From an optimization exercise on the open Yosys and OpenROAD flow, aimed at small area, a short achievable clock period and few clock cycles; shortcuts taken in it are not production practice.
In this exercise RTL edits were held to simulation tests only and were not proved equivalent to the original.

==> v6: inputs <==
## sha256_byte_stream_hasher
module sha256_byte_stream_hasher (
	input  logic        clk,
	input  logic        arst_n,
	input  logic        in_valid,
	output logic        in_ready,
	input  logic [7:0]  in_message_byte,
	input  logic        in_has_byte,
	input  logic        in_end_of_message,
	output logic        out_valid,
	input  logic        out_ready,
	output logic [31:0] out_digest_word,
	output logic [2:0]  out_word_index,
	output logic        out_last_word
);
	logic        blk_ready, blk_first, blk_last, launch, rd_active;
	logic [31:0] rd_word;
	sha256_front u_front (
		.clk, .arst_n,
		.in_valid    (in_valid),
		.in_ready    (in_ready),
		.in_byte     (in_message_byte),
		.in_has_byte (in_has_byte),
		.in_eom      (in_end_of_message),
		.blk_ready, .blk_first, .blk_last, .launch, .rd_active, .rd_word
	);
	sha256_core u_core (
		.clk, .arst_n,
		.blk_ready, .blk_first, .blk_last, .launch, .rd_active, .rd_word,
		.out_valid (out_valid),
		.out_ready (out_ready),
		.out_word  (out_digest_word),
		.out_index (out_word_index),
		.out_last  (out_last_word)
	);
endmodule
export LEC_CHECK = 0
export CAP_MARGIN = 20
export CORE_MARGIN = 2
export CORE_UTILIZATION = 45
export CTS_BUF_LIST = sky130_fd_sc_hd__clkbuf_16
export CTS_CLUSTER_DIAMETER = 140
export CTS_CLUSTER_SIZE = 20
export SLEW_MARGIN = 20
create_clock -name core_clock -period 10.5 [get_ports {clk}]
standard.sh (not shown) runs the stock make flow with config.mk's settings and CLKGATE_MAP_FILE= SYNTH_SCRIPT=/design/flow/synth_recipe.tcl, a recipe that flattens the netlist after the stock synthesis.
==> flow/flow/run.sh <==
#!/bin/bash
set -euo pipefail
bash standard.sh SETUP_SLACK_MARGIN=6.3 finish > standard_flow.log 2>&1
==> v21: changes against v6 <==
--- a/flow/design.v
+++ b/flow/design.v
@@ -105,32 +105,20 @@
 	assign p7        = {1'b0, wpos_q} + {6'd0, in_has_byte};
 	assign blk_ready = cl_valid_q;
 	assign blk_first = cl_first_q;
 	assign blk_last  = cl_last_q;
 	assign rd_active = rd_active_q;
-	logic [3:0] z_q, wr_at, rd_at;
-	assign wr_at = z_q + wpos_q[5:2] - 4'd1;    
-	assign rd_at = z_q + rd_t_q;
 	always_ff @(posedge clk) begin
-		for (int i = 0; i < 16; i++) begin
-			for (int j = 0; j < 4; j++) begin
-				if (byte_we && wr_at == 4'(i) && wpos_q[1:0] == 2'(j))
-					mem_q[i][31 - 8*j -: 8] <= in_byte;
-				else
-					mem_q[i][31 - 8*j -: 8] <= mem_q[(i + 1) % 16][31 - 8*j -: 8];
-			end
-		end
+		if (byte_we) mem_q[wpos_q[5:2]][{~wpos_q[1:0], 3'd0} +: 8] <= in_byte;
 	end
 	always_ff @(posedge clk or negedge arst_n) begin
 		if (!arst_n) begin
 			wpos_q      <= '0;
-			z_q         <= 4'd2;
 			cl_valid_q  <= 1'b0;
 			msg_first_q <= 1'b1;
 			rd_active_q <= 1'b0;
 		end else begin
-			z_q <= z_q - 1'b1;
 			if (rd_active_q && rd_t_q == 4'd15) rd_active_q <= 1'b0;
 			if (launch) begin
 				rd_active_q <= 1'b1;
 				if (!cl_follow_q) cl_valid_q <= 1'b0;
 			end else if (take) begin
@@ -145,14 +133,10 @@
 				end
 			end
 		end
 	end
 	always_ff @(posedge clk) begin
-		blk_cnt_q <= (full && msg_first_q && !launch) ? 55'd1
-			: blk_cnt_q + {54'd0, full && !launch};
-	end
-	always_ff @(posedge clk) begin
 		rd_t_q <= rd_t_q + 1'b1;
 		if (launch) begin
 			rd_t_q      <= '0;
 			rd_pos_q    <= cl_pos_q;
 			rd_mark_q   <= cl_mark_q;
@@ -166,10 +150,11 @@
 				cl_first_q  <= 1'b0;
 				cl_last_q   <= 1'b1;
 				cl_follow_q <= 1'b0;
 			end
 		end else if (take) begin
+			if (full) blk_cnt_q <= msg_first_q ? 55'd1 : blk_cnt_q + 1'b1;
 			if (in_eom) begin
 				cl_first_q  <= msg_first_q;
 				if (full) begin
 					cl_pos_q    <= 7'd64;
 					cl_mark_q   <= 1'b0;
@@ -209,11 +194,11 @@
 	end
 	logic [31:0] m;
 	logic [63:0] len_bits;
 	logic [5:0]  idx;
 	always_comb begin
-		m        = mem_q[{rd_at[3:2], 2'b00}];
+		m        = mem_q[rd_t_q];
 		len_bits = {rd_lenz_q ? 55'd0 : blk_cnt_q, rd_lenlo_q, 3'd0};
 		for (int j = 0; j < 4; j++) begin
 			idx = {rd_t_q, 2'(j)};
 			if ({1'b0, idx} < rd_pos_q)
 				rd_word[31 - 8*j -: 8] = m[31 - 8*j -: 8];
@@ -264,70 +249,52 @@
 		csa_s = x ^ y ^ z;
 	endfunction
 	function automatic word_t csa_c(input word_t x, input word_t y, input word_t z);
 		csa_c = ((x & y) | (x & z) | (y & z)) << 1;
 	endfunction
-	function automatic word_t add32(input word_t x, input word_t y);
-		logic [31:0] g, p, gn, pn;
-		g = x & y;
-		p = x ^ y;
-		for (int l = 0; l < 5; l++) begin
-			gn = g;
-			pn = p;
-			for (int i = 0; i < 32; i++) begin
-				if ((i & (1 << l)) != 0) begin
-					gn[i] = g[i] | (p[i] & g[((i >> l) << l) - 1]);
-					pn[i] = p[i] & p[((i >> l) << l) - 1];
-				end
-			end
-			g = gn;
-			p = pn;
-		end
-		add32 = (x ^ y) ^ {g[30:0], 1'b0};
-	endfunction
-	logic  fin, iv_sel;
-	word_t xa, xe, iv_a, iv_e;
+	logic  rnd, fin, iv_sel;
+	word_t s1, ch, s0, mj, qa, qe, xa, xe, iv_a, iv_e;
+	word_t p1s, p1c, p2s, p2c, p3s, p3c, e1s, e1c, e2s, e2c;
+	word_t t_a, t_e;
 	always_comb begin
+		rnd    = in_round_q;
 		fin    = !in_round_q && mode_fin_q;
-		iv_sel = mode_init_q || (mode_fin_q && cur_last_q);
+		iv_sel = !in_round_q && (mode_init_q || (mode_fin_q && cur_last_q));
 		iv_a   = sha256_pkg::init_hash({1'b0, ~ph_q});       
 		iv_e   = sha256_pkg::init_hash({1'b1, ~ph_q});       
-		xa     = !mode_fin_q ? '0 : (cur_first_q ? iv_a : ha_q[0]);
-		xe     = !mode_fin_q ? '0 : (cur_first_q ? iv_e : he_q[0]);
-	end
-	word_t s1, ch, s0, mj;
-	word_t p1s, p1c, p2s, p2c, p3s, p3c, e1s, e1c, e2s, e2c;
-	word_t a_new, e_new;
-	always_comb begin
-		s1  = sha256_pkg::big_sigma1(e_q);
-		ch  = (e_q & f_q) ^ (~e_q & g_q);
-		s0  = sha256_pkg::big_sigma0(a_q);
-		mj  = (a_q & b_q) ^ (a_q & c_q) ^ (b_q & c_q);
-		p1s = csa_s(q_q, ch, mj);
-		p1c = csa_c(q_q, ch, mj);
+		xa     = !fin ? '0 : (cur_first_q ? iv_a : ha_q[0]);
+		xe     = !fin ? '0 : (cur_first_q ? iv_e : he_q[0]);
+		s1  = rnd ? sha256_pkg::big_sigma1(e_q) : '0;
+		ch  = rnd ? ((e_q & f_q) ^ (~e_q & g_q)) : '0;
+		s0  = rnd ? sha256_pkg::big_sigma0(a_q) : '0;
+		mj  = rnd ? ((a_q & b_q) ^ (a_q & c_q) ^ (b_q & c_q)) : h_q;
+		qa  = rnd ? q_q : xe;
+		qe  = rnd ? q_q : xa;
+		p1s = csa_s(qa, ch, mj);
+		p1c = csa_c(qa, ch, mj);
 		p2s = csa_s(p1s, p1c, s1);
 		p2c = csa_c(p1s, p1c, s1);
 		p3s = csa_s(p2s, p2c, s0);
 		p3c = csa_c(p2s, p2c, s0);
-		a_new = add32(in_round_q ? p3s : xa, in_round_q ? p3c : d_q);
-		e1s = csa_s(q_q, ch, d_q);
-		e1c = csa_c(q_q, ch, d_q);
+		t_a = p3s + p3c;
+		e1s = csa_s(qe, ch, d_q);
+		e1c = csa_c(qe, ch, d_q);
 		e2s = csa_s(e1s, e1c, s1);
 		e2c = csa_c(e1s, e1c, s1);
-		e_new = add32(in_round_q ? e2s : xe, in_round_q ? e2c : h_q);
+		t_e = e2s + e2c;
 	end
 	word_t sch1s, sch1c, sch2s, sch2c, qa_s, qa_c;
 	word_t w_in, q_new;
 	always_comb begin
 		sch1s = csa_s(sha256_pkg::small_sigma1(w_q[14]), w_q[9], sha256_pkg::small_sigma0(w_q[1]));
 		sch1c = csa_c(sha256_pkg::small_sigma1(w_q[14]), w_q[9], sha256_pkg::small_sigma0(w_q[1]));
 		sch2s = csa_s(sch1s, sch1c, w_q[0]);
 		sch2c = csa_c(sch1s, sch1c, w_q[0]);
-		w_in  = rd_active ? rd_word : add32(sch2s, sch2c);
+		w_in  = rd_active ? rd_word : (sch2s + sch2c);
 		qa_s  = csa_s(g_q, k_q, w_q[15]);
 		qa_c  = csa_c(g_q, k_q, w_q[15]);
-		q_new = add32(qa_s, qa_c);
+		q_new = qa_s + qa_c;
 	end
 	logic       hs;
 	logic [2:0] oidx_n;
 	logic [1:0] opos;
 	word_t      out_n;
@@ -341,24 +308,24 @@
 		for (int i = 0; i < 15; i++) w_q[i] <= w_q[i+1];
 		w_q[15] <= w_in;
 		q_q  <= q_new;
 		k_q  <= sha256_pkg::round_k(kc_q);
 		kc_q <= (!in_round_q && ph_q == 2'd1) ? 6'd0 : kc_q + 1'b1;
-		a_q <= (!in_round_q && iv_sel) ? iv_a : a_new;
+		a_q <= rnd ? t_a : (iv_sel ? iv_a : t_e);
 		b_q <= a_q;
 		c_q <= b_q;
 		d_q <= c_q;
-		e_q <= (!in_round_q && iv_sel) ? iv_e : e_new;
+		e_q <= rnd ? t_e : (iv_sel ? iv_e : t_a);
 		f_q <= e_q;
 		g_q <= f_q;
 		h_q <= g_q;
 		for (int i = 0; i < 3; i++) begin
 			ha_q[i] <= ha_q[i+1];
 			he_q[i] <= he_q[i+1];
 		end
-		ha_q[3] <= fin ? a_new : ha_q[0];
-		he_q[3] <= fin ? e_new : he_q[0];
+		ha_q[3] <= fin ? t_e : ha_q[0];
+		he_q[3] <= fin ? t_a : he_q[0];
 		out_q <= out_n;
 	end
 	logic loop_end, fin_pend_nx, out_busy, fin_done;
 	assign launch      = !in_round_q && ph_q == 2'd1 && blk_ready && !go_q &&
 		(mode_fin_q || mode_init_q || !fin_pend_q);
==> flow/run.sh (new file) <==
#!/bin/bash
# synth_recipe.tcl (not shown) runs the flow's synth.tcl, then flattens the netlist and writes it again
# the make line also repeats each setting of config.mk as NAME=value (left out here)
make -C /OpenROAD-flow-scripts/flow DESIGN_CONFIG=/design/flow/config.mk WORK_HOME=/design/flow/orfs CLKGATE_MAP_FILE= SYNTH_SCRIPT=/design/flow/synth_recipe.tcl finish
- CORE_UTILIZATION: 45 -> 40
- CTS_BUF_LIST: sky130_fd_sc_hd__clkbuf_16 -> unset
- CTS_CLUSTER_DIAMETER: 140 -> unset
- CTS_CLUSTER_SIZE: 20 -> unset
removed: flow/flow/run.sh
removed: flow/standard.sh
==> v24: changes against v6 <==
--- a/flow/design.v
+++ b/flow/design.v
@@ -145,14 +145,10 @@
 				end
 			end
 		end
 	end
 	always_ff @(posedge clk) begin
-		blk_cnt_q <= (full && msg_first_q && !launch) ? 55'd1
-			: blk_cnt_q + {54'd0, full && !launch};
-	end
-	always_ff @(posedge clk) begin
 		rd_t_q <= rd_t_q + 1'b1;
 		if (launch) begin
 			rd_t_q      <= '0;
 			rd_pos_q    <= cl_pos_q;
 			rd_mark_q   <= cl_mark_q;
@@ -166,10 +162,11 @@
 				cl_first_q  <= 1'b0;
 				cl_last_q   <= 1'b1;
 				cl_follow_q <= 1'b0;
 			end
 		end else if (take) begin
+			if (full) blk_cnt_q <= msg_first_q ? 55'd1 : blk_cnt_q + 1'b1;
 			if (in_eom) begin
 				cl_first_q  <= msg_first_q;
 				if (full) begin
 					cl_pos_q    <= 7'd64;
 					cl_mark_q   <= 1'b0;
@@ -282,20 +279,10 @@
 			g = gn;
 			p = pn;
 		end
 		add32 = (x ^ y) ^ {g[30:0], 1'b0};
 	endfunction
-	logic  fin, iv_sel;
-	word_t xa, xe, iv_a, iv_e;
-	always_comb begin
-		fin    = !in_round_q && mode_fin_q;
-		iv_sel = mode_init_q || (mode_fin_q && cur_last_q);
-		iv_a   = sha256_pkg::init_hash({1'b0, ~ph_q});       
-		iv_e   = sha256_pkg::init_hash({1'b1, ~ph_q});       
-		xa     = !mode_fin_q ? '0 : (cur_first_q ? iv_a : ha_q[0]);
-		xe     = !mode_fin_q ? '0 : (cur_first_q ? iv_e : he_q[0]);
-	end
 	word_t s1, ch, s0, mj;
 	word_t p1s, p1c, p2s, p2c, p3s, p3c, e1s, e1c, e2s, e2c;
 	word_t a_new, e_new;
 	always_comb begin
 		s1  = sha256_pkg::big_sigma1(e_q);
@@ -306,16 +293,28 @@
 		p1c = csa_c(q_q, ch, mj);
 		p2s = csa_s(p1s, p1c, s1);
 		p2c = csa_c(p1s, p1c, s1);
 		p3s = csa_s(p2s, p2c, s0);
 		p3c = csa_c(p2s, p2c, s0);
-		a_new = add32(in_round_q ? p3s : xa, in_round_q ? p3c : d_q);
+		a_new = add32(p3s, p3c);
 		e1s = csa_s(q_q, ch, d_q);
 		e1c = csa_c(q_q, ch, d_q);
 		e2s = csa_s(e1s, e1c, s1);
 		e2c = csa_c(e1s, e1c, s1);
-		e_new = add32(in_round_q ? e2s : xe, in_round_q ? e2c : h_q);
+		e_new = add32(e2s, e2c);
+	end
+	logic  fin, iv_sel;
+	word_t xa, xe, iv_a, iv_e, sum_a, sum_e;
+	always_comb begin
+		fin    = !in_round_q && mode_fin_q;
+		iv_sel = mode_init_q || (mode_fin_q && cur_last_q);
+		iv_a   = sha256_pkg::init_hash({1'b0, ~ph_q});       
+		iv_e   = sha256_pkg::init_hash({1'b1, ~ph_q});       
+		xa     = !mode_fin_q ? '0 : (cur_first_q ? iv_a : ha_q[0]);
+		xe     = !mode_fin_q ? '0 : (cur_first_q ? iv_e : he_q[0]);
+		sum_a  = add32(xa, d_q);
+		sum_e  = add32(xe, h_q);
 	end
 	word_t sch1s, sch1c, sch2s, sch2c, qa_s, qa_c;
 	word_t w_in, q_new;
 	always_comb begin
 		sch1s = csa_s(sha256_pkg::small_sigma1(w_q[14]), w_q[9], sha256_pkg::small_sigma0(w_q[1]));
@@ -341,24 +340,24 @@
 		for (int i = 0; i < 15; i++) w_q[i] <= w_q[i+1];
 		w_q[15] <= w_in;
 		q_q  <= q_new;
 		k_q  <= sha256_pkg::round_k(kc_q);
 		kc_q <= (!in_round_q && ph_q == 2'd1) ? 6'd0 : kc_q + 1'b1;
-		a_q <= (!in_round_q && iv_sel) ? iv_a : a_new;
+		a_q <= in_round_q ? a_new : (iv_sel ? iv_a : sum_a);
 		b_q <= a_q;
 		c_q <= b_q;
 		d_q <= c_q;
-		e_q <= (!in_round_q && iv_sel) ? iv_e : e_new;
+		e_q <= in_round_q ? e_new : (iv_sel ? iv_e : sum_e);
 		f_q <= e_q;
 		g_q <= f_q;
 		h_q <= g_q;
 		for (int i = 0; i < 3; i++) begin
 			ha_q[i] <= ha_q[i+1];
 			he_q[i] <= he_q[i+1];
 		end
-		ha_q[3] <= fin ? a_new : ha_q[0];
-		he_q[3] <= fin ? e_new : he_q[0];
+		ha_q[3] <= fin ? sum_a : ha_q[0];
+		he_q[3] <= fin ? sum_e : he_q[0];
 		out_q <= out_n;
 	end
 	logic loop_end, fin_pend_nx, out_busy, fin_done;
 	assign launch      = !in_round_q && ph_q == 2'd1 && blk_ready && !go_q &&
 		(mode_fin_q || mode_init_q || !fin_pend_q);
==> flow/run.sh (new file) <==
#!/bin/bash
# synth_recipe.tcl (not shown) runs the flow's synth.tcl, then flattens the netlist and writes it again
# the make line also repeats each setting of config.mk as NAME=value (left out here)
make -C /OpenROAD-flow-scripts/flow DESIGN_CONFIG=/design/flow/config.mk WORK_HOME=/design/flow/orfs CLKGATE_MAP_FILE= SYNTH_SCRIPT=/design/flow/synth_recipe.tcl finish
- CORE_UTILIZATION: 45 -> 55
- CTS_BUF_LIST: sky130_fd_sc_hd__clkbuf_16 -> unset
- CTS_CLUSTER_DIAMETER: 140 -> unset
- CTS_CLUSTER_SIZE: 20 -> unset
- PLACE_DENSITY: unset -> 0.68
- SETUP_SLACK_MARGIN: unset -> 5
removed: flow/flow/run.sh
removed: flow/standard.sh
==> v2: changes against v6 <==
==> flow/flow/run.sh (replaced) <==
#!/bin/bash
set -euo pipefail
bash standard.sh SETUP_SLACK_MARGIN=6.0 finish > standard_flow.log 2>&1
- CORE_UTILIZATION: 45 -> 40
- CTS_CLUSTER_DIAMETER: 140 -> 150
- CTS_CLUSTER_SIZE: 20 -> 22
==> summary of the runs <==
- Of v21 and v24, v24 has the higher flip-flop and latch count (gap 4).
- Against v2, the sequential share of layout area of v24 is lower by 2.4 points.
- Against v24, the synthesized area of v2 is smaller by 3.8%.
- First-iteration DRC count, highest first: v24, v21, v6, v2.
- Final area, highest first: v21, v24, v6, v2.
- The lowest register-to-register slack belongs to v21, the highest to v2.
==> figures <==
                                                                          v24                       v21                         v2                         v6
Number of inserted diodes                                                   3                         3                          1                          1
Sum of net half-perimeters after detailed placement                137,000 um                148,000 um                 134,000 um                 128,000 um
Multi-input combinational area share                                    39.8%                     34.7%                      40.6%                      41.1%
Layout cell share with drive strength beyond 1                          17.1%                     10.2%                      18.4%                      20.2%
Portion of netlist area occupied by mux cells                           11.4%                     7.41%                      12.1%                      12.1%
Maximum fanout count along the critical path                                5                        55                          3                          5
H-tree depth reported by CTS                                                4                         4                          3                          3
Final standard cell utilization of the core                             62.0%                     45.1%                      44.0%                      50.2%
Status                                       no timing/DRC/antenna violations  no timing/DRC/antenna violations  no timing/DRC/antenna violations  no timing/DRC/antenna violations
Count of fill cells added during filler insertion                       9,817                    16,323                     15,389                     13,167
Via count                                                              43,703                    44,851                     41,102                     41,200
Final critical-path setup slack                                       5.22 ns                   3.70 ns                    5.63 ns                    5.53 ns
Sequential share of cell area                                           46.8%                     51.1%                      49.2%                      48.7%
Destination of the worst hold path                   u_core.w_q[3][4]$_DFF_P_  u_core.w_q[1][8]$_DFF_P_  u_core.w_q[7][23]$_DFF_P_  u_core.w_q[2][17]$_DFF_P_
Testbench counts of v6, summed over its fixed seeds: cycles 20,372.
Testbench counts of v21, summed over its fixed seeds: cycles 20,372.
Testbench counts of v24, summed over its fixed seeds: cycles 20,372.
Testbench counts of v2, summed over its fixed seeds: cycles 20,372.

-- static timing again, ports no longer ideal --
No port has a modelled driver above. Below, the same layouts with a new extraction and two added sets of constraints. Step 1: set_driving_cell puts a clkbuf_16 on clk and a buf_2 on each other input, an assumption about the parent block. Step 2 also shifts input and output timing later by t, the mid clock arrival at the registers, as if the neighbouring blocks saw the same clock. a / b / c = ideal / step 1 / step 2; a / b = the first two.
run | t (ns) | setup WS [ns] | worst setup path at the end | worst data-port slew with drivers (ns) | pins driven straight from the clock port
v6 | 0.809 | 5.529 / 5.529 / 5.521 | input to register | 0.13 | 1
v21 | 0.887 | 3.701 / 3.701 / 3.701 | register to register | 0.05 | 1
v24 | 0.871 | 5.223 / 5.223 / 5.223 | register to register | 0.22 | 1
v2 | 0.814 | 5.628 / 5.628 / 5.316 | input to register | 0.08 | 1
After both steps every run listed still meets setup and hold. The setup slack of v2, which loses most, moves by 0.000 ns with the drivers and by -0.312 ns with both steps.
